Background: an optimization exercise with open tools, aiming at small area. Do not read the settings as production practice.
In this exercise RTL edits were held to simulation tests only and were not proved equivalent to the original. The flow treats the clock pin as an ideal source, which a real chip does not have.

yarrow:
// imem_icache
module imem_icache #(
  parameter int ADDR_WIDTH     = 32,
  parameter int INST_WIDTH     = 32,
  parameter int LINES          = 16,
  parameter int WORDS_PER_LINE = 4
) (
  input  logic                  clk,
  input  logic                  rst,
  input  logic [ADDR_WIDTH-1:0] cpu_addr,
  input  logic                  cpu_read,
  output logic [INST_WIDTH-1:0] cpu_rdata,
  output logic                  cpu_stall,
  input  logic                  inv,
  output logic                  mem_req,
  output logic [ADDR_WIDTH-1:0] mem_addr,
  input  logic                  mem_gnt,
  input  logic                  mem_rvalid,
  input  logic [INST_WIDTH-1:0] mem_rdata
);
clock: 8.0 ns
lec_check: 0
cap_margin: 30
core_margin: 2
core_utilization: 65
slew_margin: 30
synth_hierarchical: 1
standard.sh (not shown) runs the stock make flow with config.mk's settings and CLKGATE_MAP_FILE= SYNTH_SCRIPT=/design/flow/synth_recipe.tcl, a recipe that flattens the netlist after the stock synthesis.
==> flow/flow/run.sh <==
#!/bin/bash
# The standard layout (standard.sh, unchanged synthesis and steps) with two
# settings changed through ORFS's own variables:
#  - the input and output ports are buffered with buf_1 cells instead of the
#    default buffer cell;
#  - the clock tree clusters at most 28 sinks within 100 um per leaf buffer and
#    inserts no dummy loads.
# make's full output goes to standard.log; ORFS keeps each step's log under orfs/logs.
set -euo pipefail
export BUFFER_PORTS_ARGS="-buffer_cell sky130_fd_sc_hd__buf_1"
export CTS_ARGS="-sink_clustering_enable -repair_clock_nets -sink_clustering_size 28 -sink_clustering_max_diameter 100 -dont_use_dummy_load"
bash standard.sh > standard.log 2>&1
For lagoon, these inputs were changed with respect to yarrow:
--- a/flow/design.v
+++ b/flow/design.v
@@ -136,49 +136,47 @@
   end
   assign tag_rd = ~tag_rdn;
   assign hit_s = valid_q[c_idx] && (tag_rd == c_tag);
   logic lookup, miss, rvalid_w, done;
   assign lookup   = !stall_q && cpu_read;
   assign miss     = lookup && !hit_s;
   assign rvalid_w = stall_q && !req_q && mem_rvalid;
   assign done     = rvalid_w && (&cnt);
   logic [SW-1:0]         rslot, rstage;
   logic [7:0]            ra, rb, ran, rbn;
+  logic [NW-1:0]         rsel;     
   logic [INST_WIDTH-1:0] ring_rd;
   assign rslot  = stall_q ? {lidx, loff_q} : {c_idx, c_off};
   assign rstage = rslot + ph_q;
   always_comb begin
     for (int i = 0; i < 8; i++) begin
       ra[i]  = (rstage[2:0] == 3'(i));
       rb[i]  = (rstage[5:3] == 3'(i));
       ran[i] = !ra[i];
       rbn[i] = !rb[i];
     end
   end
-  logic [1:0][NW-1:0] rselh;
-  for (genvar h = 0; h < 2; h++) begin : g_rsel
-    for (genvar i = 0; i < NW; i++) begin : g_s
-      if (((i / DSTEP) % 2) == 0) begin : g_t
-        icg_nor2 u (.a(ran[i % 8]), .b(rbn[i / 8]), .y(rselh[h][i]));
-      end else begin : g_i
-        icg_nand2 u (.a(ra[i % 8]), .b(rb[i / 8]), .y(rselh[h][i]));
-      end
+  for (genvar i = 0; i < NW; i++) begin : g_rsel
+    if (((i / DSTEP) % 2) == 0) begin : g_t
+      icg_nor2 u (.a(ran[i % 8]), .b(rbn[i / 8]), .y(rsel[i]));
+    end else begin : g_i
+      icg_nand2 u (.a(ra[i % 8]), .b(rb[i / 8]), .y(rsel[i]));
     end
   end
   for (genvar b = 0; b < INST_WIDTH; b++) begin : g_rmux
     logic [NW/2-1:0] st, dt, nsi, di;
     for (genvar i = 0; i < NW; i++) begin : g_col
       if (((i / DSTEP) % 2) == 0) begin : g_t
-        assign st[(i / (2*DSTEP)) * DSTEP + i % DSTEP] = rselh[b / (INST_WIDTH / 2)][i];
+        assign st[(i / (2*DSTEP)) * DSTEP + i % DSTEP] = rsel[i];
         assign dt[(i / (2*DSTEP)) * DSTEP + i % DSTEP] = data_q[i][b];
       end else begin : g_i
-        assign nsi[(i / (2*DSTEP)) * DSTEP + i % DSTEP] = rselh[b / (INST_WIDTH / 2)][i];
+        assign nsi[(i / (2*DSTEP)) * DSTEP + i % DSTEP] = rsel[i];
         assign di[(i / (2*DSTEP)) * DSTEP + i % DSTEP]  = data_q[i][b];
       end
     end
     icg_mux64p m (.st(st), .dt(dt), .nsi(nsi), .di(di), .y(ring_rd[b]));
   end
   logic [DL-1:0] pmatch;
   always_comb begin
     for (int j = 0; j < DL; j++)
       pmatch[j] = pv_q[j] && (rslot == {wline_q, poff_q[j]});
   end
==> notes.md <==
- Per the final summary, lagoon finished and its layout is clean on timing, DRC and antenna.
- Slew at the pin closest to its max-slew limit for lagoon: 0.0070 ns up relative to yarrow
- Re final worst-path setup slack: lagoon and yarrow aren't equal, and the higher value belongs to lagoon.
- On fraction of area in multi-input gates, yarrow tracks lagoon almost exactly.
- Relative to yarrow, the first-pass GRT wire length measured on lagoon has increased by more than 10%.
- Across both runs, area added between synthesis and finish was higher for lagoon than for yarrow.

[port drivers added, routing unchanged]
Ports are ideal in the flow. The routed layouts listed here were re-timed in OpenROAD.
Step 1, drivers: a clkbuf_16 drives clk and a buf_2 each remaining input, both assumed.
Step 2, shift: input delay + t, output delay - t, t = (earliest + latest rising clock arrival at the registers) / 2. This alone moves slack from input paths to output paths.
Slacks: no drivers / after step 1 / after step 2; pairs: no drivers / after step 1.
run	shift t [ns]	setup WS [ns]	worst setup path at the end	cell pins on the clock port's net
yarrow	0.793	1.296 / 1.353 / 0.560	input to register	1
lagoon	0.799	1.548 / 1.611 / 0.812	input to register	1
After both steps setup and hold are still met in every run listed.
